Source: an optimization exercise on an open RTL-to-GDS flow (aim: small area). Production flows keep margins and buffers that such runs may drop.
The RTL was checked by simulation tests, not by an equivalence proof against the original design.
Power and IR drop assume default switching activity. The clock port is modelled as an ideal driver; clocking choices that lean on that would not hold on a real chip.

$ cat run.sh
#!/bin/bash
# synth_recipe.tcl (not shown) runs the flow's synth.tcl, then flattens the netlist and writes it again
# the make line also repeats each setting of config.mk as NAME=value (left out here)
make -C /OpenROAD-flow-scripts/flow DESIGN_CONFIG=/design/flow/config.mk WORK_HOME=/design/flow/orfs CLKGATE_MAP_FILE= SYNTH_SCRIPT=/design/flow/synth_recipe.tcl finish
$ cat config.mk
export PLATFORM = sky130hd
export DESIGN_NAME = adc_capture
export DESIGN_NICKNAME = adc_capture
export VERILOG_FILES = /design/flow/design.v
export SDC_FILE = /design/flow/constraint.sdc
export NUM_CORES = 4
export LEC_CHECK = 0
export CAP_MARGIN = 20
export CORE_MARGIN = 2
export CORE_UTILIZATION = 60
export CTS_BUF_LIST = sky130_fd_sc_hd__clkbuf_16
export CTS_CLUSTER_DIAMETER = 60
export CTS_CLUSTER_SIZE = 30
export GPL_TIMING_DRIVEN = 0
export SLEW_MARGIN = 20
export SYNTH_HIERARCHICAL = 1
$ cat constraint.sdc
create_clock -name core_clock -period 10.0 [get_ports {clk}]
set_input_delay 2.0000 -clock core_clock [delete_from_list [all_inputs] [get_ports {clk}]]
set_output_delay 2.0000 -clock core_clock [all_outputs]
set_load 0.01 [all_outputs]
$ cat design.v
module adc_capture #(
    parameter int DATA_W   = 12,
    parameter int DIV      = 4,
    parameter int PIPE_LAT = 3,
    parameter int DEPTH    = 256,
    parameter int PRETRIG  = 16
) (
    input  logic              clk,
    input  logic              rst_n,
    output logic              AD_CLK_A,
    input  logic [DATA_W-1:0] AD_DATA_A,
    input  logic              AD_OTR_A,
    input  logic              start,
    input  logic              trig_en,
    input  logic [DATA_W-1:0] trig_level,
    output logic [DATA_W-1:0] rd_data,
    output logic              rd_valid,
    input  logic              rd_ready,
    output logic              rd_last,
    output logic              busy,
    output logic              done,
    output logic              ovr_flag,
    output logic [2:0]        dbg_state
);
    localparam int N = DEPTH - 1;           
    localparam int QW = 8;
    localparam logic [2:0] S_IDLE    = 3'd0;
    localparam logic [2:0] S_WARMUP  = 3'd1;
    localparam logic [2:0] S_ARM     = 3'd2;
    localparam logic [2:0] S_CAPTURE = 3'd3;
    localparam logic [2:0] S_READOUT = 3'd4;
    logic [2:0]        state_q;
    logic [1:0]        div_q;
    logic [DATA_W-1:0] samp_q;
    logic              otr_q;
    logic              prev_vld_q;
    logic [7:0]        cnt_q;
    logic [QW-1:0]     q_q;
    logic [DATA_W-1:0] rd_data_q;
    logic              done_q, ovr_q;
    logic [DATA_W-1:0] ring_q [N];
    logic samp_vld, is_idle, is_warm, is_arm, is_cap, is_ro;
    logic crossing, fire, cap_smp, store, cnt_last, enter_ro, accept, ld, to_arm;
    function automatic logic ult(input logic [DATA_W-1:0] a, input logic [DATA_W-1:0] b);
        ult = 1'b0;
        for (int i = 0; i < DATA_W; i++) ult = (~a[i] & b[i]) | (~(a[i] ^ b[i]) & ult);
    endfunction
    always_comb begin
        samp_vld = (div_q == 2'd2);
        is_idle  = (state_q == S_IDLE);
        is_warm  = (state_q == S_WARMUP);
        is_arm   = (state_q == S_ARM);
        is_cap   = (state_q == S_CAPTURE);
        is_ro    = (state_q == S_READOUT);
        crossing = prev_vld_q && ult(ring_q[DIV-1], trig_level) && !ult(samp_q, trig_level);
        fire     = is_arm && samp_vld && (!trig_en || crossing);
        cap_smp  = is_cap && samp_vld;
        store    = fire || cap_smp;
        cnt_last = (cnt_q == 8'hFF);
        to_arm   = is_warm && samp_vld && cnt_last;
        enter_ro = cap_smp && cnt_last;
        accept   = is_ro && rd_ready;
        ld       = enter_ro || (accept && !cnt_last);
    end
    always_ff @(posedge clk) begin
        if (!rst_n) div_q <= '0;
        else        div_q <= div_q + 1'b1;
    end
    always_ff @(posedge clk) begin
        samp_q <= AD_DATA_A;
        otr_q  <= AD_OTR_A;
    end
    always_ff @(posedge clk) begin
        ring_q[0] <= (samp_vld && !is_ro) ? samp_q : ring_q[N-1];
        for (int i = 1; i < N; i++) ring_q[i] <= ring_q[i-1];
    end
    function automatic logic [7:0] lfsr_fwd(input logic [7:0] s);
        lfsr_fwd = {s[6:0], s[7] ^ s[5] ^ s[4] ^ s[3]};
    endfunction
    function automatic logic [7:0] lfsr_bwd(input logic [7:0] s);
        lfsr_bwd = {s[0] ^ s[6] ^ s[5] ^ s[4], s[7:1]};
    endfunction
    function automatic logic [8*N-1:0] lfsr_codes();
        logic [7:0] s;
        lfsr_codes = '0;
        s = 8'h01;
        for (int p = 0; p < N; p++) begin
            lfsr_codes[8*p +: 8] = s;
            s = lfsr_fwd(s);
        end
    endfunction
    localparam logic [8*N-1:0] RD_CODES = lfsr_codes();
    always_ff @(posedge clk) begin
        if (ld)
            q_q <= lfsr_bwd(lfsr_bwd(lfsr_bwd(q_q)));
        else if (!is_ro)
            q_q <= RD_CODES[8*(N-1) +: 8];
        else
            q_q <= lfsr_fwd(q_q);
    end
    localparam int NG = (N + 2) / 3;
    logic [3*NG-1:0]   rd_sel;
    logic [DATA_W-1:0] rd_mux;
    logic [NG-1:0]     rd_part [DATA_W];
    logic [15:0] hi_n, lo_n;
    always_comb begin
        for (int k = 0; k < 16; k++) begin
            hi_n[k] = (q_q[7:4] != 4'(k));
            lo_n[k] = (q_q[3:0] != 4'(k));
        end
    end
    for (genvar i = 0; i < 3*NG; i++) begin : g_sel
        if (i < N) begin : g_used
            localparam logic [7:0] C = RD_CODES[8*i +: 8];
            adc_capture_nor2 u_nor (.a(hi_n[C[7:4]]), .b(lo_n[C[3:0]]), .y(rd_sel[i]));
        end else begin : g_unused
            assign rd_sel[i] = 1'b0;
        end
    end
    for (genvar b = 0; b < DATA_W; b++) begin : g_rd
        for (genvar g = 0; g < NG; g++) begin : g_part
            adc_capture_aoi222 u_aoi (
                .a1(rd_sel[3*g]),   .a2(ring_q[3*g][b]),
                .b1(rd_sel[3*g+1]), .b2((3*g+1 < N) ? ring_q[(3*g+1) % N][b] : 1'b0),
                .c1(rd_sel[3*g+2]), .c2((3*g+2 < N) ? ring_q[(3*g+2) % N][b] : 1'b0),
                .y(rd_part[b][g])
            );
        end
        assign rd_mux[b] = ~&rd_part[b];
    end
    always_ff @(posedge clk) begin
        if (!rst_n)  rd_data_q <= '0;
        else if (ld) rd_data_q <= rd_mux;
    end
    always_ff @(posedge clk) begin
        if (!rst_n) begin
            state_q    <= S_IDLE;
            done_q     <= 1'b0;
            ovr_q      <= 1'b0;
            prev_vld_q <= 1'b0;
            cnt_q      <= '0;
        end else begin
            done_q <= 1'b0;
            if (store && otr_q) ovr_q <= 1'b1;
            if ((is_warm && samp_vld) || store || ld) cnt_q <= cnt_q + 1'b1;
            if (is_arm && samp_vld) prev_vld_q <= 1'b1;
            case (state_q)
                S_IDLE: if (start) begin
                    ovr_q      <= 1'b0;
                    prev_vld_q <= 1'b0;
                    cnt_q      <= 8'(256 - PIPE_LAT);
                    state_q    <= S_WARMUP;
                end
                S_WARMUP:  if (to_arm) state_q <= S_ARM;
                S_ARM:     if (fire) state_q <= S_CAPTURE;
                S_CAPTURE: if (enter_ro) state_q <= S_READOUT;
                S_READOUT: if (accept && cnt_last) begin
                    done_q  <= 1'b1;
                    state_q <= S_IDLE;
                end
                default: state_q <= S_IDLE;
            endcase
        end
    end
    assign AD_CLK_A  = div_q[1];
    assign rd_data   = rd_data_q;
    assign rd_valid  = is_ro;
    assign rd_last   = is_ro && cnt_last;
    assign busy      = !is_idle;
    assign done      = done_q;
    assign ovr_flag  = ovr_q;
    assign dbg_state = state_q;
endmodule
module adc_capture_aoi222 (
    input  logic a1, a2, b1, b2, c1, c2,
    output logic y
);
    assign y = ~((a1 & a2) | (b1 & b2) | (c1 & c2));
endmodule
module adc_capture_nor2 (
    input  logic a, b,
    output logic y
);
    assign y = ~(a | b);
endmodule
==> results of run 1 <==
==> sequential cells by signal, summed over array words and instances (netlist names) <==
signal / count
cnt_q: 8
div_q: 2
done_q: 1
otr_q: 1
ovr_q: 1
prev_vld_q: 1
q_q: 8
rd_data_q: 12
ring_q: 3060
samp_q: 12
state_q: 3
==> modules after synthesis, one instance, submodules excluded <==
module	flip-flops and latches	times used
adc_capture_aoi222	0	1020
adc_capture_nor2	0	255
adc_capture	3109	1
==> logic make-up after synthesis <==
group	count (synthesis)	synth area share
AOI/OAI and AO/OA	1095	0.138
adders and majority gates	24	0.00388
DFF	3109	0.805
and+or+nand+nor	746	0.0485
buffers and inverters	57	0.00299
xor gates and xnor gates	11	0.00125
muxes	3	0.000405
==> critical path: cells and delay by family, from the launching register on <==
family,cells,cell delay [ps]
buffers and inverters,1,410
DFF,1,350
and+or+nand+nor,9,4240
AOI/OAI and AO/OA,2,1030
==> cell type report <==
cell class / count / area [um^2]
antenna: 6 / 15.0
buffer: 19 / 83.8
sequential: 3109 / 62200
fill: 9143 / 41600
tap: 1662 / 2080
clock inverter: 99 / 1080
clock buffer: 155 / 3880
inverter: 38 / 148
timing repair buffer: 112 / 1340
multi-input combinational: 1879 / 15300
==> routing by layer <==
metal,part of all wire,vias up,track usage
li1,-,20922,-
met1,0.41,24367,0.471
met2,0.45,2613,0.533
met3,0.10,424,0.0764
met4,0.043,12,0.136
met5,0.00042,-,0
==> final timing paths <==
check,from,to,depth (start not counted)
max reg2reg,q_q[6],rd_data_q[5],12
max,q_q[6],rd_data_q[5],12
min,ring_q[181][3],ring_q[182][3],0
min reg2reg,ring_q[181][3],ring_q[182][3],0
==> placed cells by master, fill, tap and decap left out, types with 22 or more instances in the layout <==
cell	Yosys	routed
nand4_1	257	257
inv_1	36	40
ha_1	24	24
nor2_1	281	218
dfxtp_1	3109	3109
buf_4	0	28
nor4_2	0	27
o21ai_0	38	38
nor4_1	61	34
clkdlybuf4s50_1	0	49
nand3_1	34	22
nand2_1	74	56
clkbuf_16	0	155
nor2_2	0	63
a222oi_1	1020	1020
==> power by group through the flow <==
stage / combinational (mW) / sequential (mW) / clock [mW]
CTS: 0.0624 / 12.6 / 7.27
global route: 0.0694 / 12.6 / 7.71
detailed placement: 0.0622 / 12.9 / 0
finish: 0.0623 / 12.6 / 7.19
global placement: 0.0607 / 12.9 / 0
floorplan: 0.0316 / 12.8 / 0
==> per-stage QoR <==
stage / area [um^2] / hold WS [ps] / worst slack [ps]
final: 86100 / 318 / 3780
after global routing: 86100 / 319 / 3840
after CTS: 86100 / 325 / 4000
after detailed placement: 81100 / 335 / 4030
after global placement: 79900 / 331 / 2230
after floorplan: 77300 / 330 / 6120
==> results by group, run 1 <==
Status
  • Status: finished clean

Synthesis
  • Synthesized area: 77300 um^2
  • Synth Register Bits: 3109
  • Commonest cells in the netlist: dfxtp_1 (3109), a222oi_1 (1020), nor2_1 (281), nand4_1 (257), nand2_1 (74)
  • Synth area leader: dfxtp_1
  • Syn nets: 5099
  • Most frequent cell after synthesis: dfxtp_1
  • Main flop type after synthesis: dfxtp_1
  • Sequential area share after synthesis: 0.805
  • Synth warn: 10
  • Main area contributors after synthesis: dfxtp_1 (81%), a222oi_1 (13%), nand4_1 (2.1%)
  • Synth unique cells: 42
  • Number of synthesized flops with an enable pin: 0
  • Synth async-reset ratio: 0
  • Area fraction of the dominant cell type after synthesis: 0.805
  • Mean Syn Cell Area: about 15 um^2
  • Mapped Cells: 5045

Detailed routing
  • Antenna Nets Post-Route: 0
  • DRT Pass-1 Iters: 13
  • DRT iter0 DRCs: 10552
  • Final wirelength: 233000 um
  • DR WL/cell: 32.9 um
  • Via Count: 48338
  • Remaining DRCs: 0
  • DR vias/cell: about 7

Clock tree
  • # clock sinks: 3109
  • Clock Latency Late Sink: 830 ps
  • Hold buffer count at CTS: 0
  • CTS tree: built
  • Root Driver: clkbuf_16
  • Setup Fix Bufs, Post-CTS: 0
  • Clock buffer depth: 3
  • H-tree Lvls: 4
  • Number of CTS-inserted buffers: between 100 and 150
  • Clock-pin slew on the worst setup and hold paths: 110 ps
  • Post-CTS Resized: 0

Setup path
  • Worst-path cell chain: clkbuf_1 -> nor2b_1 -> nand2_2 -> nor2_1 -> a222oi_1 -> nand4_1 -> nor4_2 -> nand2_1 -> nor4_2 -> nand4_1 -> o21ai_0 -> nor2_1
  • Worst path required time: between 10000 and 15000 ps
  • Crit path DAT: 6900 ps
  • Worst Path Max Fanout: 16
  • Crit end category: register
  • Setup CP Type: register to register
  • Slowest-stage cell, CP: a222oi_1
  • Crit path largest cell delay: 880 ps
  • R2R Setup Slk: 3780 ps
  • CP Launch Type: register

Global route
  • Initial antenna violation count: 17
  • Number of global-route vias before repair: 45401
  • Total grt overflow: 0
  • GRT Overall Usage: 0.344
  • First-pass GRT wire length: 324000 um
  • Largest net degree at the start of global routing: 31

Placement
  • # port buffers: 49
  • GP Congestion: around 0.97
  • Cells after DPL: 6817
  • Detailed placer's ending HPWL: roughly 170000 um

Floorplan
  • Number of placed I/O pins: a little over 50
  • Starting density of the core: 0.605
  • Die area: 132000 um^2
  • Height of the chip: 363 um
  • Die Width: between 300 and 400 um
  • # rows: 131
  • Core ar.: 128000 um^2

Power and ir drop
  • Switching Share: 0.209
  • Post-route total power: between 15 and 20 mW
  • Sequential share of power: 0.634
  • P_leak: 31.3 nW
  • Power Density: 230 nW/um^2
  • Internal power: 15.7 mW
  • Clock Power Share: 0.363
  • Sw Pwr: roughly 4.1 mW
  • Combinational Power Share: 0.003
  • Max VDD drop: 0.000194 V

Run
  • Max-cap violations: 0

Timing
  • Setup Skew: between 40 and 50 ps
  • Worst Max-Slew Pin Slew: approximately 1300 ps
  • Crit share post-route: 0.622
  • Crit path time final: roughly 6200 ps
  • Max transition margin: 0.109
  • Setup TNS: 0 ps
  • Max Transition Viols Final: 0
  • Final hold violations: 0
  • FMAX: between 0.15 and 0.2 GHz
  • Setup Viol. Count Final: 0
  • RSZ-0062 raised after global routing: false

Final layout
  • Layout cells sized above 1: 0.0800
  • Cell Count, Final, Fillers Out: 7079
  • Area Overhead vs Synth: 11.4%
  • # nets final: around 5400
  • Util after Layout: 0.675

Hold path
  • Worst min path class: register to register
==> run 2: changes to the inputs <==
==> flow/run.sh (new file) <==
#!/bin/bash
# The standard layout (standard.sh: the standard flow's synthesis, floorplan, placement, CTS, routing) with
# two changes passed to ORFS as variables:
#  - CTS without dummy loads (ORFS's default adds inverters as dummy clock loads to balance the
#    tree); clustering and buffer list as in config.mk.
#  - port buffers use sky130_fd_sc_hd__buf_1 instead of the default pick; every port still gets one.
set -euo pipefail
export CTS_ARGS="-sink_clustering_enable -repair_clock_nets -sink_clustering_size 30 -sink_clustering_max_diameter 60 -buf_list sky130_fd_sc_hd__clkbuf_16 -dont_use_dummy_load"
export BUFFER_PORTS_ARGS="-buffer_cell sky130_fd_sc_hd__buf_1"
bash standard.sh finish > make_finish.log 2>&1
==> standard.sh (new file) <==
#!/bin/bash
# synth_recipe.tcl (not shown) runs the flow's synth.tcl, then flattens the netlist and writes it again
# the make line also repeats each setting of config.mk as NAME=value (left out here)
make -C /OpenROAD-flow-scripts/flow DESIGN_CONFIG=/design/flow/config.mk WORK_HOME=/design/flow/orfs CLKGATE_MAP_FILE= SYNTH_SCRIPT=/design/flow/synth_recipe.tcl "${@:-finish}"
removed: run.sh
==> run 2 against run 1 <==
Via count fell by 0.55%. Largest power group unchanged. Synthesized area unchanged. Still clean on timing, DRC and antenna. Register-to-register slack better by 420 ps. Power down 5.1%. Clock skew is 1.6 ps higher. Sequential power about the same. Critical path type unchanged. Sequential cell count stayed put. Worst setup slack improved by 420 ps. Design area shrank 1.8%. Die area unchanged. Cell count fell by 1.5%. Wire length rose by 0.18%.
==> results by group, run 2 <==
Status
  • Status: finished clean

Global route
  • GRT Overall Usage: 0.345 (+0.00177)
  • First-pass GRT wire length: 325000 um (+0.14%)
  • Initial antenna violation count: 11 (-6)
  • Largest net degree at the start of global routing: 31 (unchanged)
  • Total grt overflow: 0 (unchanged)
  • Number of global-route vias before repair: 45237 (-0.36%)

Detailed routing
  • DRT Pass-1 Iters: 9 (-4)
  • DR vias/cell: 6.89 (+0.97%)
  • Antenna Nets Post-Route: 0 (unchanged)
  • Final wirelength: 233000 um (+0.18%)
  • Via Count: 48070 (-0.55%)
  • DRT iter0 DRCs: 9692 (-8.2%)
  • Remaining DRCs: 0 (unchanged)
  • DR WL/cell: 33.4 um (+1.7%)

Setup path
  • CP Launch Type: register
  • Worst Path Max Fanout: 12 (-4)
  • Worst path top cell family by delay: simple AND/OR/NAND/NOR gates
  • CP bufs+invs: 2 (+1)
  • Setup CP Type: register to register
  • Worst path required time: 10660 ps (-20 ps)
  • Crit path largest cell delay: 870 ps (about the same)
  • Crit path DAT: 6450 ps (-450 ps)
  • Worst-path cell chain: clkbuf_1 -> nor2b_1 -> nand2_2 -> buf_16 -> nor2_1 -> a222oi_1 -> nand4_1 -> nor4_2 -> nand2_1 -> nor4_2 -> nand4_1 -> o21ai_0 -> nor2_1
  • Slowest-stage cell, CP: nor4_2
  • Crit end category: register

Timing
  • Setup Viol. Count Final: 0 (unchanged)
  • Max Transition Viols Final: 0 (unchanged)
  • Setup Skew: 41.8 ps (+1.58 ps)
  • Crit path time final: 5800 ps (-424 ps)
  • Setup TNS: 0 ps (unchanged)
  • Crit share post-route: 0.580 (-0.0424)
  • RSZ-0062 raised after global routing: false
  • Worst Max-Slew Pin Slew: 1310 ps (-26.3 ps)
  • Max transition margin: 0.126 (+0.0175)
  • FMAX: 0.173 GHz (+7.3%)
  • Final hold violations: 0 (unchanged)

Synthesis
  • Area fraction of the dominant cell type after synthesis: 0.805 (unchanged)
  • Post-synthesis mux area share: 0.000405 (unchanged)
  • Main area contributors after synthesis: dfxtp_1 (81%), a222oi_1 (13%), nand4_1 (2.1%)
  • Largest family of logic cells by synthesized area: compound AO/OA/AOI/OAI gates
  • Synth area leader: dfxtp_1
  • Mapped Cells: 5045 (unchanged)
  • Synth warn: 10 (unchanged)
  • Most frequent cell after synthesis: dfxtp_1
  • Commonest cells in the netlist: dfxtp_1 (3109), a222oi_1 (1020), nor2_1 (281), nand4_1 (257), nand2_1 (74)
  • Adder-cell share of the synthesized area: 0.00388 (unchanged)
  • Sequential area share after synthesis: 0.805 (unchanged)
  • Number of synthesized flops with an enable pin: 0 (unchanged)
  • Synthesized area: 77300 um^2 (unchanged)
  • Simple-Gate Fraction of Synth Area: 0.0485 (unchanged)
  • Synth async-reset ratio: 0 (unchanged)
  • Mean Syn Cell Area: 15.3 um^2 (unchanged)
  • Synth Area in Compound Gates: 0.138 (unchanged)
  • Synth unique cells: 42 (unchanged)
  • Post-Synth XOR/XNOR Area: 0.00125 (unchanged)
  • Syn nets: 5099 (unchanged)
  • Synth Register Bits: 3109 (unchanged)
  • Main flop type after synthesis: dfxtp_1

Floorplan
  • Starting density of the core: 0.605 (unchanged)
  • Height of the chip: 363 um (unchanged)
  • # rows: 131 (unchanged)
  • Core ar.: 128000 um^2 (unchanged)
  • Die area: 132000 um^2 (unchanged)
  • Number of placed I/O pins: 51 (unchanged)
  • Die Width: 363 um (unchanged)

Power and ir drop
  • Clock Power Share: 0.329 (-0.034)
  • Combinational Power Share: 0.003 (about the same)
  • Power Density: 223 nW/um^2 (-3.3%)
  • Switching Share: 0.196 (-0.0125)
  • Max VDD drop: 0.000186 V (-4.3%)
  • Internal power: 15.1 mW (-3.6%)
  • Sequential share of power: 0.668 (+0.034)
  • P_leak: 30.6 nW (-2.3%)
  • Sw Pwr: 3.69 mW (-11%)

Final layout
  • Util after Layout: 0.662 (-0.0124)
  • Layout cells sized above 1: 0.0643 (-0.0158)
  • Flip-flop count of the largest register after layout: 3060 (unchanged)
  • Most common cell after layout, fill and taps aside: dfxtp_1
  • Biggest regs: ring_q x3060, rd_data_q x12, samp_q x12
  • Most flops, register: ring_q
  • Area Overhead vs Synth: 9.36%
  • # nets final: 5362 (+0.093%)
  • Most frequent cells in the layout: dfxtp_1 (3109), a222oi_1 (1020), nand4_1 (257)

Placement
  • Detailed placer's ending HPWL: 167000 um (+0.85%)
  • # port buffers: 49 (unchanged)
  • GP Congestion: 0.947 (-2.7%)

Clock tree
  • Clock Latency Late Sink: 800 ps (-30 ps)
  • H-tree Lvls: 4 (unchanged)
  • Clock buffer depth: 3 (unchanged)
  • Root Driver: clkbuf_16
  • Clock-pin slew on the worst setup and hold paths: 110 ps (about the same)
  • Hold buffer count at CTS: 0 (unchanged)
  • Number of CTS-inserted buffers: 145 (+0.69%)
  • CTS tree: built
  • # clock sinks: 3109 (unchanged)
  • Post-CTS Resized: 0 (unchanged)
  • Setup Fix Bufs, Post-CTS: 0 (unchanged)

Hold path
  • Worst min path class: register to register

Run
  • Max-cap violations: 0 (unchanged)
[run 2: worst paths after layout]
path                            depth (start not counted)           start  slack (ps)        endpoint
worst max-delay path                                   13          q_q[6]        4200    rd_data_q[5]
worst min-delay path                                    0  ring_q[160][5]         310  ring_q[161][5]
worst max register to register                         13          q_q[6]        4200    rd_data_q[5]
worst min register to register                          0  ring_q[160][5]         310  ring_q[161][5]
[run 2: cells by family after synthesis]
family / Yosys count
xor+xnor: 11
simple gates: 746
flops: 3109
compound gates: 1095
buf+inv: 57
mux: 3
fa+ha+maj: 24
[run 2: per-module statistics from Yosys, one instance, submodules excluded]
module	cells inside	area (um^2)
adc_capture	3770	66100
adc_capture_aoi222	1	10.0
adc_capture_nor2	1	3.75
[run 2: cell type report]
class	instances	area, um^2
tap	1662	2080
multi-input combinational	1879	15200
antenna	4	10.0
sequential	3109	62200
clock buffer	145	3630
inverter	38	148
timing repair buffer	116	1100
fill	9436	43100
buffer	19	83.8
[run 2: power by group through the flow]
stage / combinational [mW] / clock, mW / sequential [mW]
6_report: 0.0535 / 6.18 / 12.6
5_1_grt: 0.0606 / 6.68 / 12.6
4_1_cts: 0.0537 / 6.24 / 12.6
3_5_place_dp: 0.0535 / 0 / 12.9
3_3_place_gp: 0.0519 / 0 / 12.9
2_1_floorplan: 0.0316 / 0 / 12.8
[run 2: metal layers]
layer	part of all wire	wire, um	track usage
met3	0.098	22800	0.0685
met4	0.047	11000	0.147
met5	0.00044	103	0
met1	0.41	95100	0.480
met2	0.45	104000	0.530
[run 2: worst register-to-register path, cell delays in order (launching register included)]
cell      delay (ps)
dfxtp_1          350
clkbuf_1         460
nor2b_1          240
nand2_2          490
buf_16           240
nor2_1           210
a222oi_1         780
nand4_1          320
nor4_2           870
nand2_1          440
nor4_2           800
nand4_1          270
o21ai_0          150
nor2_1            60
[run 2: through the flow]
step | hold slack [ps] | cell area [um^2] | std cells | total power, mW | worst slack, ps
2_1_floorplan | 330 | 77300 | 5045 | 12.9 | 6120
3_3_place_gp | 331 | 79600 | 6756 | 12.9 | 2510
3_5_place_dp | 335 | 80900 | 6823 | 12.9 | 3990
4_1_cts | 304 | 84500 | 6968 | 18.9 | 3960
5_1_grt | 302 | 84500 | 6968 | 19.3 | 4170
6_report | 305 | 84500 | 6972 | 18.8 | 4200
==> run 3: changes to the inputs <==
--- a/flow/run.sh
+++ b/flow/run.sh
@@ -6,5 +6,5 @@
 #  - port buffers use sky130_fd_sc_hd__buf_1 instead of the default pick; every port still gets one.
 set -euo pipefail
-export CTS_ARGS="-sink_clustering_enable -repair_clock_nets -sink_clustering_size 30 -sink_clustering_max_diameter 60 -buf_list sky130_fd_sc_hd__clkbuf_16 -dont_use_dummy_load"
+export CTS_ARGS="-sink_clustering_enable -repair_clock_nets -sink_clustering_size 30 -sink_clustering_max_diameter 80 -buf_list sky130_fd_sc_hd__clkbuf_16 -dont_use_dummy_load"
 export BUFFER_PORTS_ARGS="-buffer_cell sky130_fd_sc_hd__buf_1"
 bash standard.sh finish > make_finish.log 2>&1
--- a/config.mk
+++ b/config.mk
@@ -8,9 +8,10 @@
 export CAP_MARGIN = 20
 export CORE_MARGIN = 2
-export CORE_UTILIZATION = 60
+export CORE_UTILIZATION = 70
 export CTS_BUF_LIST = sky130_fd_sc_hd__clkbuf_16
-export CTS_CLUSTER_DIAMETER = 60
+export CTS_CLUSTER_DIAMETER = 80
 export CTS_CLUSTER_SIZE = 30
 export GPL_TIMING_DRIVEN = 0
+export PLACE_DENSITY = 0.85
 export SLEW_MARGIN = 20
 export SYNTH_HIERARCHICAL = 1
==> run 3 against run 2 <==
Clock skew grew 31 ps. Sequential power hardly changed. Worst hold slack got worse by 3.4 ps. Power is 3.8% lower. Worst setup slack lost 1100 ps. Fmax down 16%. Synthesized area did not move. Synthesized cell count unchanged. Sequential share of layout area grew 1.3 points. Count of clock-buffer cells in the layout decreased by 32. Die area decreased by 14%. First-iteration DRC count rose by 17%. Highest routed layer unchanged.
==> results by group, run 3 <==
Final layout
  • Util after Layout: 0.761 (+0.0987)
  • Most flops, register: ring_q
  • Flip-flop count of the largest register after layout: 3060 (unchanged)
  • Post-layout instance area: 83000 um^2 (-1.8%)
  • Area Overhead vs Synth: 7.42%
  • Register Area: 62200 um^2 (unchanged)
  • # nets final: 5302 (-1.1%)
  • Layout cells sized above 1: 0.0427 (-0.0216)
  • Multi-input logic area: 15100 um^2 (-1.1%)
  • Biggest regs: ring_q x3060, rd_data_q x12, samp_q x12
  • Most common cell after layout, fill and taps aside: dfxtp_1
  • Fillcell total: 6268 (-34%)
  • Most frequent cells in the layout: dfxtp_1 (3109), a222oi_1 (1020), nor2_1 (269)

Setup path
  • R2R Setup Slk: 3140 ps (-1070 ps)
  • Worst path required time: 10630 ps (-30 ps)
  • CP Launch Type: register
  • Crit Reg-Reg Startpoint: q_q[6]
  • Setup CP Type: register to register
  • Crit end category: register
  • Critical R2R Capture: rd_data_q[7]
  • Worst Path Max Fanout: 16 (+4)
  • Worst Setup SP: q_q[6]
  • FF-to-FF path depth: 12 (-1)
  • Crit path DAT: 7490 ps (+1040 ps)
  • Crit path to: rd_data_q[7]

Global route
  • Total grt overflow: 0 (unchanged)
  • GRT Overall Usage: 0.394 (+0.0491)
  • Initial antenna violation count: 13 (+2)
  • Number of global-route vias before repair: 47681 (+5.4%)
  • First-pass GRT wire length: 324000 um (-0.15%)
  • Largest net degree at the start of global routing: 31 (unchanged)

Synthesis
  • Simple-Gate Fraction of Synth Area: 0.0485 (unchanged)
  • Synth async-reset ratio: 0 (unchanged)
  • Mapped Cells: 5045 (unchanged)
  • Sequential area share after synthesis: 0.805 (unchanged)
  • Main flop type after synthesis: dfxtp_1
  • Largest family of logic cells by synthesized area: compound AO/OA/AOI/OAI gates
  • Synth unique cells: 42 (unchanged)
  • Main area contributors after synthesis: dfxtp_1 (81%), a222oi_1 (13%), nand4_1 (2.1%)
  • Post-Synth XOR/XNOR Area: 0.00125 (unchanged)
  • Synth warn: 10 (unchanged)
  • Adder-cell share of the synthesized area: 0.00388 (unchanged)
  • Area fraction of the dominant cell type after synthesis: 0.805 (unchanged)
  • Synth Register Bits: 3109 (unchanged)
  • Mean Syn Cell Area: 15.3 um^2 (unchanged)
  • Synth Area in Compound Gates: 0.138 (unchanged)
  • Synthesized area: 77300 um^2 (unchanged)
  • Synth area leader: dfxtp_1
  • Post-synthesis mux area share: 0.000405 (unchanged)
  • Syn nets: 5099 (unchanged)
  • Most frequent cell after synthesis: dfxtp_1
  • Commonest cells in the netlist: dfxtp_1 (3109), a222oi_1 (1020), nor2_1 (281), nand4_1 (257), nand2_1 (74)
  • Number of synthesized flops with an enable pin: 0 (unchanged)

Detailed routing
  • Final wirelength: 229000 um (-1.9%)
  • DRT iter0 DRCs: 11330 (+17%)
  • Antenna Nets Post-Route: 0 (unchanged)
  • DR vias/cell: 7.43 (+7.7%)
  • Via Count: 49985 (+4.0%)
  • Remaining DRCs: 0 (unchanged)
  • DR WL/cell: 34.0 um (+1.7%)
  • DRT Pass-1 Iters: 12 (+3)

Placement
  • # port buffers: 49 (unchanged)
  • Detailed placer's ending HPWL: 159000 um (-4.8%)
  • GP Congestion: 0.982 (+3.7%)
  • Pre-CTS WS: 3660 ps (-324 ps)
  • DP Area: 80100 um^2 (-0.98%)

Power and ir drop
  • Max VDD drop: 0.000227 V (+22%)
  • Power Density: 218 nW/um^2 (-2.0%)
  • P_leak: 30.0 nW (-1.8%)
  • Post-route total power: 18.1 mW (-3.8%)

Timing
  • Worst Max-Slew Pin Slew: 1330 ps (+17.1 ps)
  • FMAX: 0.146 GHz (-16%)
  • Max transition margin: 0.107 (-0.0196)
  • Max Transition Viols Final: 0 (unchanged)
  • Crit path time final: 6860 ps (+1070 ps)
  • RSZ-0062 raised after global routing: false
  • Final hold violations: 0 (unchanged)
  • Final worst slack: 3140 ps (-1070 ps)
  • Setup Viol. Count Final: 0 (unchanged)
  • Setup TNS: 0 ps (unchanged)
  • Setup Skew: 72.4 ps (+30.6 ps)
  • Crit share post-route: 0.686 (+0.107)

Floorplan
  • Core ar.: 109000 um^2 (-15%)
  • Height of the chip: 336 um (-7.3%)
  • Die Width: 336 um (-7.3%)
  • # rows: 121 (-7.6%)
  • Number of placed I/O pins: 51 (unchanged)
  • Starting density of the core: 0.708 (+0.103)
  • Die area: 113000 um^2 (-14%)

Clock tree
  • Setup Fix Bufs, Post-CTS: 0 (unchanged)
  • Post-CTS Resized: 0 (unchanged)
  • Number of CTS-inserted buffers: 113 (-22%)
  • Clock buffer depth: 3 (unchanged)
  • Root Driver: clkbuf_16
  • # clock sinks: 3109 (unchanged)
  • Hold buffer count at CTS: 0 (unchanged)
  • Clock Latency Late Sink: 770 ps (-30 ps)
  • H-tree Lvls: 3 (-1)
  • CTS tree: built
  • Clock-pin slew on the worst setup and hold paths: 110 ps (about the same)

Run
  • Max-cap violations: 0 (unchanged)

Hold path
  • Worst min path class: register to register

Status
  • Status: finished clean
-- run 3: worst max-delay path, cell delays in order, from the launching register on --
cell	delay, ps
dfxtp_1	380
clkbuf_1	450
nor2b_1	240
nand2_2	760
nor2_1	420
a222oi_1	1070
nand4_1	190
nor4_1	1150
nand2_1	450
nor4_1	1030
nand4_1	340
o21ai_0	190
nor2_1	50
-- run 3: area by class of cell --
cell class	instances	area share
timing repair buffer	88	0.00948
clock buffer	113	0.0341
tap	1476	0.0222
sequential	3109	0.750
buffer	19	0.00101
multi-input combinational	1879	0.182
inverter	38	0.00178
antenna	9	0.000271
-- run 3: logic make-up (layout without fill, tap and decap cells) --
| logic type | after synthesis | in the layout |
|---|---|---|
| AOI/OAI and AO/OA | 1095 | 1095 |
| muxes | 3 | 3 |
| adders and majority gates | 24 | 24 |
| xor gates and xnor gates | 11 | 11 |
| buffers and inverters | 57 | 258 |
| other | 0 | 9 |
| and+or+nand+nor | 746 | 746 |
| DFF | 3109 | 3109 |
-- run 3: routing by layer --
layer | routed length [um] | up-vias | part of all wire | GRT usage
met5 | 123 | - | 0.00054 | 0
met4 | 17400 | 14 | 0.076 | 0.245
met3 | 30500 | 860 | 0.13 | 0.118
met2 | 101000 | 3827 | 0.44 | 0.599
met1 | 80100 | 24606 | 0.35 | 0.497
li1 | - | 20678 | - | -
-- run 3: power breakdown --
group / switching, mW / leakage, nW / total [mW] / internal [mW]
clock network: 3.43 / 1.39 / 5.47 / 2.04
registers: 0.0794 / 25.1 / 12.6 / 12.5
logic: 0.0303 / 3.55 / 0.0509 / 0.0205
total: 3.54 / 30.0 / 18.1 / 14.6
-- run 3: modules after synthesis, one instance, submodules excluded --
| module | times used | flops+latches | cells | cell area, um^2 |
|---|---|---|---|---|
| adc_capture | 1 | 3109 | 3770 | 66100 |
| adc_capture_nor2 | 255 | 0 | 1 | 3.75 |
| adc_capture_aoi222 | 1020 | 0 | 1 | 10.0 |
-- run 3: metrics by stage --
stage / std cells / hold WS (ps)
global placement: 6570 / 332
floorplan: 5045 / 330
detailed placement: 6602 / 335
global route: 6722 / 308
finish: 6731 / 302
CTS: 6715 / 300
-- run 3: worst min-delay path by stage --
stage | from | to | slack [ps] | depth (start not counted)
final | ring_q[217][7] | ring_q[218][7] | 300 | 0
after global routing | ring_q[217][7] | ring_q[218][7] | 310 | 0
after CTS | ring_q[217][7] | ring_q[218][7] | 300 | 0
after detailed placement | ring_q[40][9] | ring_q[41][9] | 330 | 0
after global placement | ring_q[118][8] | ring_q[119][8] | 330 | 0
after floorplan | ring_q[99][0] | ring_q[100][0] | 330 | 0
==> run 4: changes to the inputs <==
--- a/config.mk
+++ b/config.mk
@@ -6,5 +6,5 @@
 export NUM_CORES = 4
 export LEC_CHECK = 0
-export CAP_MARGIN = 20
+export CAP_MARGIN = 5
 export CORE_MARGIN = 2
 export CORE_UTILIZATION = 70
@@ -14,4 +14,4 @@
 export GPL_TIMING_DRIVEN = 0
 export PLACE_DENSITY = 0.85
-export SLEW_MARGIN = 20
+export SLEW_MARGIN = 5
 export SYNTH_HIERARCHICAL = 1
==> run 4 against run 3 <==
Now fails the layout checks on max-capacitance violations, max-slew violations. Clock power about the same. Count of clock-buffer cells in the layout rose by 1. Worst setup slack worse by 600 ps. Core utilization fell by 0.32 points. Non-clock buffer count fell by 21. Worst hold slack better by 16 ps. First-iteration DRC count grew 2.5%. Critical path type unchanged. Highest routed layer unchanged.
==> results by group, run 4 <==
Floorplan
  • Starting density of the core: 0.708 (unchanged)
  • Number of placed I/O pins: 51 (unchanged)
  • Die area: 113000 um^2 (unchanged)
  • Die Width: 336 um (unchanged)
  • Core ar.: 109000 um^2 (unchanged)
  • Height of the chip: 336 um (unchanged)
  • # rows: 121 (unchanged)

Synthesis
  • Synth unique cells: 42 (unchanged)
  • Most frequent cell after synthesis: dfxtp_1
  • Main area contributors after synthesis: dfxtp_1 (81%), a222oi_1 (13%), nand4_1 (2.1%)
  • Synth async-reset ratio: 0 (unchanged)
  • Area fraction of the dominant cell type after synthesis: 0.805 (unchanged)
  • Synthesized area: 77300 um^2 (unchanged)
  • Sequential area share after synthesis: 0.805 (unchanged)
  • Syn nets: 5099 (unchanged)
  • Main flop type after synthesis: dfxtp_1
  • Synth area leader: dfxtp_1
  • Synth warn: 10 (unchanged)
  • Mapped Cells: 5045 (unchanged)
  • Commonest cells in the netlist: dfxtp_1 (3109), a222oi_1 (1020), nor2_1 (281), nand4_1 (257), nand2_1 (74)
  • Mean Syn Cell Area: 15.3 um^2 (unchanged)
  • Number of synthesized flops with an enable pin: 0 (unchanged)
  • Synth Register Bits: 3109 (unchanged)

Hold path
  • Worst min path class: register to register
  • Hold path start: ring_q[130][5]

Timing
  • Crit share post-route: 0.746 (+0.0598)
  • Crit path time final: 7460 ps (+598 ps)
  • Setup Viol. Count Final: 0 (unchanged)
  • Worst Max-Slew Pin Slew: 1540 ps (+208 ps)
  • RSZ-0062 raised after global routing: false
  • Setup Skew: 69.6 ps (-2.86 ps)
  • Setup TNS: 0 ps (unchanged)
  • Final hold violations: 0 (unchanged)
  • FMAX: 0.134 GHz (-8.0%)
  • Max Transition Viols Final: 39 (+39)
  • Max transition margin: -0.0264 (-0.133)

Setup path
  • CP Launch Type: register
  • R2R Setup Slk: 2540 ps (-600 ps)
  • Worst Setup SP: q_q[0]
  • Setup CP Type: register to register
  • Slowest-stage cell, CP: nor4_1
  • Crit path DAT: 8120 ps (+630 ps)
  • Worst path top cell family by delay: simple AND/OR/NAND/NOR gates
  • Crit path largest cell delay: 1290 ps (+140 ps)
  • Crit Reg-Reg Startpoint: q_q[0]
  • CP bufs+invs: 1 (unchanged)
  • Worst path required time: 10650 ps (+20 ps)
  • Worst Path Max Fanout: 16 (unchanged)
  • Worst-path cell chain: clkbuf_1 -> nor2b_1 -> nand2_1 -> nor2_1 -> a222oi_1 -> nand4_1 -> nor4_1 -> nand2_1 -> nor4_1 -> nand4_1 -> o21ai_0 -> nor2_1
  • Crit end category: register

Final layout
  • Layout cells sized above 1: 0.0339 (-0.00883)
  • Cell Count, Final, Fillers Out: 6709 (-0.33%)
  • Most frequent cells in the layout: dfxtp_1 (3109), a222oi_1 (1020), nor2_1 (281)
  • # nets final: 5282 (-0.38%)
  • Most flops, register: ring_q
  • Most common cell after layout, fill and taps aside: dfxtp_1
  • Flip-flop count of the largest register after layout: 3060 (unchanged)
  • Biggest regs: ring_q x3060, rd_data_q x12, samp_q x12
  • Area Overhead vs Synth: 6.97%

Placement
  • Cells after DPL: 6585 (-0.26%)
  • GP Congestion: 0.982 (unchanged)
  • # port buffers: 49 (unchanged)
  • Detailed placer's ending HPWL: 158000 um (-0.65%)

Clock tree
  • Clock buffer depth: 3 (unchanged)
  • Number of CTS-inserted buffers: 114 (+0.88%)
  • CTS tree: built
  • Hold buffer count at CTS: 0 (unchanged)
  • Root Driver: clkbuf_16
  • # clock sinks: 3109 (unchanged)
  • Clock-pin slew on the worst setup and hold paths: 110 ps (about the same)
  • Post-CTS Resized: 0 (unchanged)
  • Clock Latency Late Sink: 770 ps (about the same)
  • H-tree Lvls: 3 (unchanged)
  • Setup Fix Bufs, Post-CTS: 0 (unchanged)

Global route
  • Total grt overflow: 0 (unchanged)
  • Number of global-route vias before repair: 47381 (-0.63%)
  • Initial antenna violation count: 20 (+7)
  • GRT Overall Usage: 0.393 (-0.00163)
  • First-pass GRT wire length: 323000 um (-0.36%)
  • Largest net degree at the start of global routing: 31 (unchanged)

Detailed routing
  • Remaining DRCs: 0 (unchanged)
  • Final wirelength: 227000 um (-0.65%)
  • Via Count: 49890 (-0.19%)
  • DRT iter0 DRCs: 11617 (+2.5%)
  • DR vias/cell: 7.44 (+0.14%)
  • DRT Pass-1 Iters: 13 (+1)
  • DR WL/cell: 33.9 um (-0.32%)
  • Antenna Nets Post-Route: 0 (unchanged)

Status
  • Status: failed layout checks
  • Violated checks: max-capacitance violations, max-slew violations

Power and ir drop
  • Max VDD drop: 0.000206 V (-9.2%)
  • Power Density: 219 nW/um^2 (+0.60%)
  • P_leak: 29.9 nW (-0.48%)

Run
  • Max-cap violations: 6 (+6)
==> run 4: changes by cell type in the layout (fill, tap and decap cells not counted), sizes merged <==
cell    before  now
buf         91   70
clkbuf     129  130
diode        9    7
==> run 4: worst paths after layout <==
check / end / cells past startpoint
worst max-delay path: rd_data_q[2] / 12
worst min register to register: ring_q[131][5] / 0
worst min-delay path: ring_q[131][5] / 0
worst max register to register: rd_data_q[2] / 12
==> run 4: where the power goes <==
group	switching, mW	internal (mW)	total [mW]
Combinational	0.0306	0.0202	0.0508
Clock	3.45	2.05	5.50
Sequential	0.0807	12.5	12.6
==> run 4: Yosys stat by module (local to each module, per instance) <==
module	cells	flops+latches
adc_capture_nor2	1	0
adc_capture_aoi222	1	0
adc_capture	3770	3109
==> run 4: worst reg2reg max path: stages (launching register included) <==
cell	delay [ps]
dfxtp_1	320
clkbuf_1	440
nor2b_1	230
nand2_1	1150
nor2_1	680
a222oi_1	570
nand4_1	260
nor4_1	1300
nand2_1	530
nor4_1	1220
nand4_1	350
o21ai_0	230
nor2_1	60
==> run 4: cells by family after synthesis <==
family,count (synthesis),synth area share
DFF,3109,0.805
AOI/OAI and AO/OA,1095,0.138
and+or+nand+nor,746,0.0485
buffers and inverters,57,0.00299
adders and majority gates,24,0.00388
xor gates and xnor gates,11,0.00125
muxes,3,0.000405
==> run 4: final cells by class <==
| cell class | instances | area, um^2 |
|---|---|---|
| tap | 1476 | 1850 |
| clock buffer | 114 | 2850 |
| timing repair buffer | 67 | 519 |
| antenna | 7 | 17.5 |
| buffer | 19 | 83.8 |
| fill | 6293 | 26500 |
| sequential | 3109 | 62200 |
| multi-input combinational | 1879 | 15000 |
| inverter | 38 | 148 |
==> run 4: per-stage QoR <==
step | total power [mW] | setup WS, ps | util | hold WS [ps] | instance area, um^2
floorplan | 12.9 | 6120 | - | 330 | 77300
global placement | 12.9 | 2790 | 0.727 | 332 | 79300
detailed placement | 12.9 | 3110 | 0.731 | 335 | 79800
CTS | 18.1 | 3040 | 0.757 | 317 | 82600
global route | 18.5 | 2870 | 0.757 | 316 | 82700
finish | 18.1 | 2540 | 0.757 | 317 | 82700
==> run 4: per-layer routing <==
layer,up-vias,track usage,share of wire
met1,24543,0.500,0.36
met3,863,0.116,0.13
met2,3847,0.590,0.44
met5,-,0,0.00069
li1,20613,-,-
met4,24,0.249,0.076
==> run 5: changes to the inputs <==
--- a/flow/run.sh
+++ b/flow/run.sh
@@ -6,5 +6,5 @@
 #  - port buffers use sky130_fd_sc_hd__buf_1 instead of the default pick; every port still gets one.
 set -euo pipefail
-export CTS_ARGS="-sink_clustering_enable -repair_clock_nets -sink_clustering_size 30 -sink_clustering_max_diameter 80 -buf_list sky130_fd_sc_hd__clkbuf_16 -dont_use_dummy_load"
+export CTS_ARGS="-sink_clustering_enable -repair_clock_nets -sink_clustering_size 31 -sink_clustering_max_diameter 80 -buf_list sky130_fd_sc_hd__clkbuf_16 -dont_use_dummy_load"
 export BUFFER_PORTS_ARGS="-buffer_cell sky130_fd_sc_hd__buf_1"
 bash standard.sh finish > make_finish.log 2>&1
--- a/config.mk
+++ b/config.mk
@@ -6,12 +6,12 @@
 export NUM_CORES = 4
 export LEC_CHECK = 0
-export CAP_MARGIN = 5
+export CAP_MARGIN = 20
 export CORE_MARGIN = 2
 export CORE_UTILIZATION = 70
 export CTS_BUF_LIST = sky130_fd_sc_hd__clkbuf_16
 export CTS_CLUSTER_DIAMETER = 80
-export CTS_CLUSTER_SIZE = 30
+export CTS_CLUSTER_SIZE = 31
 export GPL_TIMING_DRIVEN = 0
 export PLACE_DENSITY = 0.85
-export SLEW_MARGIN = 5
+export SLEW_MARGIN = 20
 export SYNTH_HIERARCHICAL = 1
==> run 5 against run 4 <==
Now clean on timing, DRC and antenna. Non-clock buffer count increased by 23. Core utilization increased by 0.26 points. Count of clock-buffer cells in the layout decreased by 4. Register-to-register slack improved by 560 ps. First-iteration DRC count decreased by 1.6%. Worst setup slack improved by 560 ps. Design area increased by 0.34%. Die area unchanged. Cell count increased by 0.28%. Global-route usage increased by 0.12 points.
==> results by group, run 5 <==
Timing
  • Final worst slack: 3100 ps (+559 ps)
  • Setup Viol. Count Final: 0 (unchanged)
  • Crit path time final: 6900 ps (-559 ps)
  • Max Transition Viols Final: 0 (-100%)
  • FMAX: 0.145 GHz (+8.1%)
  • Crit share post-route: 0.690 (-0.0559)
  • Worst Max-Slew Pin Slew: 1280 ps (-256 ps)
  • Setup Skew: 39.9 ps (-29.7 ps)
  • Setup TNS: 0 ps (unchanged)
  • Final hold violations: 0 (unchanged)
  • RSZ-0062 raised after global routing: false
  • Max transition margin: 0.139 (+0.165)

Global route
  • Initial antenna violation count: 14 (-30%)
  • Largest net degree at the start of global routing: 32 (+3.2%)
  • Number of global-route vias before repair: 47826 (+0.94%)
  • First-pass GRT wire length: 324000 um (+0.28%)
  • GRT Overall Usage: 0.394 (+0.00119)
  • Total grt overflow: 0 (unchanged)

Synthesis
  • Simple-Gate Fraction of Synth Area: 0.0485 (unchanged)
  • Main area contributors after synthesis: dfxtp_1 (81%), a222oi_1 (13%), nand4_1 (2.1%)
  • Synth area leader: dfxtp_1
  • Syn nets: 5099 (unchanged)
  • Commonest cells in the netlist: dfxtp_1 (3109), a222oi_1 (1020), nor2_1 (281), nand4_1 (257), nand2_1 (74)
  • Mapped Cells: 5045 (unchanged)
  • Number of synthesized flops with an enable pin: 0 (unchanged)
  • Synth Area in Compound Gates: 0.138 (unchanged)
  • Sequential area share after synthesis: 0.805 (unchanged)
  • Synth warn: 10 (unchanged)
  • Largest family of logic cells by synthesized area: compound AO/OA/AOI/OAI gates
  • Adder-cell share of the synthesized area: 0.00388 (unchanged)
  • Synth async-reset ratio: 0 (unchanged)
  • Area fraction of the dominant cell type after synthesis: 0.805 (unchanged)
  • Post-Synth XOR/XNOR Area: 0.00125 (unchanged)
  • Synth unique cells: 42 (unchanged)
  • Mean Syn Cell Area: 15.3 um^2 (unchanged)
  • Most frequent cell after synthesis: dfxtp_1
  • Synthesized area: 77300 um^2 (unchanged)
  • Synth Register Bits: 3109 (unchanged)
  • Main flop type after synthesis: dfxtp_1
  • Post-synthesis mux area share: 0.000405 (unchanged)

Run
  • Max-cap violations: 0 (-6)

Placement
  • # port buffers: 49 (unchanged)
  • Detailed placer's ending HPWL: 159000 um (+0.65%)
  • Pre-CTS WS: 3660 ps (+556 ps)
  • GP Congestion: 0.982 (unchanged)

Clock tree
  • Root Driver: clkbuf_16
  • Clock Latency Late Sink: 750 ps (-20 ps)
  • Hold buffer count at CTS: 0 (unchanged)
  • CTS tree: built
  • Number of CTS-inserted buffers: 110 (-3.5%)
  • Post-CTS Resized: 0 (unchanged)
  • Clock-pin slew on the worst setup and hold paths: 110 ps (about the same)
  • Setup Fix Bufs, Post-CTS: 0 (unchanged)
  • # clock sinks: 3109 (unchanged)
  • H-tree Lvls: 3 (unchanged)
  • Clock buffer depth: 3 (unchanged)

Setup path
  • Worst path required time: 10620 ps (-30 ps)
  • Crit end category: register
  • Worst Path Max Fanout: 16 (unchanged)
  • CP Launch Type: register
  • R2R Setup Slk: 3100 ps (+560 ps)
  • Slowest-stage cell, CP: nor4_1
  • Crit path DAT: 7520 ps (-600 ps)
  • Setup CP Type: register to register
  • Crit path largest cell delay: 1120 ps (-170 ps)
  • Worst-path cell chain: clkbuf_1 -> nor2b_1 -> nand2_2 -> nor2_1 -> a222oi_1 -> nand4_1 -> nor4_1 -> nand2_1 -> nor4_1 -> nand4_1 -> o21ai_0 -> nor2_1

Final layout
  • Most flops, register: ring_q
  • Register Area: 62200 um^2 (unchanged)
  • Area Overhead vs Synth: 7.33%
  • # nets final: 5301 (+0.36%)
  • Fillcell total: 6258 (-0.56%)
  • Flip-flop count of the largest register after layout: 3060 (unchanged)
  • Layout cells sized above 1: 0.0419 (+0.00808)
  • Biggest regs: ring_q x3060, rd_data_q x12, samp_q x12
  • Multi-input logic area: 15100 um^2 (+0.68%)
  • Most common cell after layout, fill and taps aside: dfxtp_1
  • Most frequent cells in the layout: dfxtp_1 (3109), a222oi_1 (1020), nor2_1 (273)

Detailed routing
  • Remaining DRCs: 0 (unchanged)
  • DR WL/cell: 34.1 um (+0.61%)
  • DRT iter0 DRCs: 11427 (-1.6%)
  • Final wirelength: 229000 um (+0.89%)
  • DR vias/cell: 7.42 (-0.17%)
  • DRT Pass-1 Iters: 14 (+1)
  • Via Count: 49944 (+0.11%)
  • Antenna Nets Post-Route: 0 (unchanged)

Floorplan
  • Height of the chip: 336 um (unchanged)
  • Starting density of the core: 0.708 (unchanged)
  • # rows: 121 (unchanged)
  • Die Width: 336 um (unchanged)
  • Die area: 113000 um^2 (unchanged)
  • Core ar.: 109000 um^2 (unchanged)
  • Number of placed I/O pins: 51 (unchanged)

Power and ir drop
  • Power Density: 218 nW/um^2 (-0.74%)
  • P_leak: 30.0 nW (+0.40%)
  • Max VDD drop: 0.000222 V (+7.7%)

Status
  • Status: finished clean

Hold path
  • Worst min path class: register to register
==> run 5: cell counts after synthesis <==
No cell type changed its count.
==> run 5: power breakdown <==
group	leakage, nW	switching [mW]	total (mW)	internal (mW)
Clock	1.36	3.44	5.42	1.98
Sequential	25.1	0.0810	12.6	12.5
Combinational	3.56	0.0305	0.0510	0.0205
Total	30.0	3.55	18.1	14.5
==> run 5: path summary, 6_finish.rpt <==
check | startpoint | to | cells past startpoint
worst min-delay path | ring_q[227][6] | ring_q[228][6] | 0
worst min register to register | ring_q[227][6] | ring_q[228][6] | 0
worst max register to register | q_q[6] | rd_data_q[7] | 12
worst max-delay path | q_q[6] | rd_data_q[7] | 12
==> run 5: through the flow <==
| stage | util | hold slack, ps | power (mW) | instance area, um^2 | cells |
|---|---|---|---|---|---|
| floorplan | - | 330 | 12.9 | 77300 | 5045 |
| global placement | 0.727 | 332 | 12.9 | 79300 | 6570 |
| detailed placement | 0.734 | 335 | 12.9 | 80100 | 6602 |
| CTS | 0.759 | 318 | 18.0 | 82800 | 6712 |
| global route | 0.760 | 317 | 18.5 | 83000 | 6721 |
| finish | 0.760 | 313 | 18.1 | 83000 | 6728 |
==> run 5: layout make-up <==
cell class                      instances  share of cell area
Tap cell                             1476              0.0223
Sequential cell                      3109               0.750
Multi-Input combinational cell       1879               0.182
Timing Repair Buffer                   90             0.00967
Inverter                               38             0.00178
Antenna cell                            7            0.000211
Clock buffer                          110              0.0332
Buffer                                 19             0.00101
==> run 5: metal layers <==
metal,GRT usage,vias to the layer above,wire length (um)
met5,0.00298,-,130
met4,0.253,16,18200
met3,0.117,861,30100
met2,0.595,3768,100000
met1,0.496,24644,80800
li1,-,20655,-
==> run 5: modules after synthesis (local to each module, per instance) <==
module	cells	flip-flops and latches	cell area (um^2)	copies in the design
adc_capture	3770	3109	66100	1
adc_capture_aoi222	1	0	10.0	1020
adc_capture_nor2	1	0	3.75	255
==> run 5: worst max-delay path, delay by kind of cell, from the launching register on <==
| kind | cells | cell delay, ps |
|---|---|---|
| flops | 1 | 370 |
| simple gates | 9 | 4670 |
| buf+inv | 1 | 450 |
| compound gates | 2 | 1250 |
==> run 5: kinds of logic (layout without fill, tap and decap cells) <==
kind of cell               after synthesis  in the layout
AOI/OAI and AO/OA                     1095           1095
xor gates and xnor gates                11             11
adders and majority gates               24             24
buffers and inverters                   57            257
DFF                                   3109           3109
muxes                                    3              3
other                                    0              7
and+or+nand+nor                        746            746

-- re-timing with driven ports --
The flow's constraints put no driver on any port. The routed layouts listed below were extracted and timed again, unchanged, in two steps. Step 1, drivers: a clkbuf_16 drives clk and a buf_2 each remaining input, both assumed. Step 2 adds t to the input delays and takes it off the output delays; t is the mean of the earliest and latest rising clock arrival at the registers after step 1. Input paths then give back, and output paths get back, about the clock's delay inside the block. Three values: no drivers, after step 1, after step 2; two values: the first two.
| run | t (ns) | slack for setup (ns) | worst slew at a driven data input, ns | pins driven straight from the clock port |
|---|---|---|---|---|
| run 1 | 0.888 | 3.781 / 3.781 / 3.781 | 0.06 | 1 |
| run 2 | 0.867 | 4.205 / 4.205 / 4.205 | 0.08 | 1 |
| run 3 | 0.810 | 3.135 / 3.135 / 3.135 | 0.03 | 1 |
| run 4 | 0.815 | 2.537 / 2.537 / 2.537 | 0.03 | 1 |
| run 5 | 0.812 | 3.096 / 3.096 / 3.096 | 0.03 | 1 |
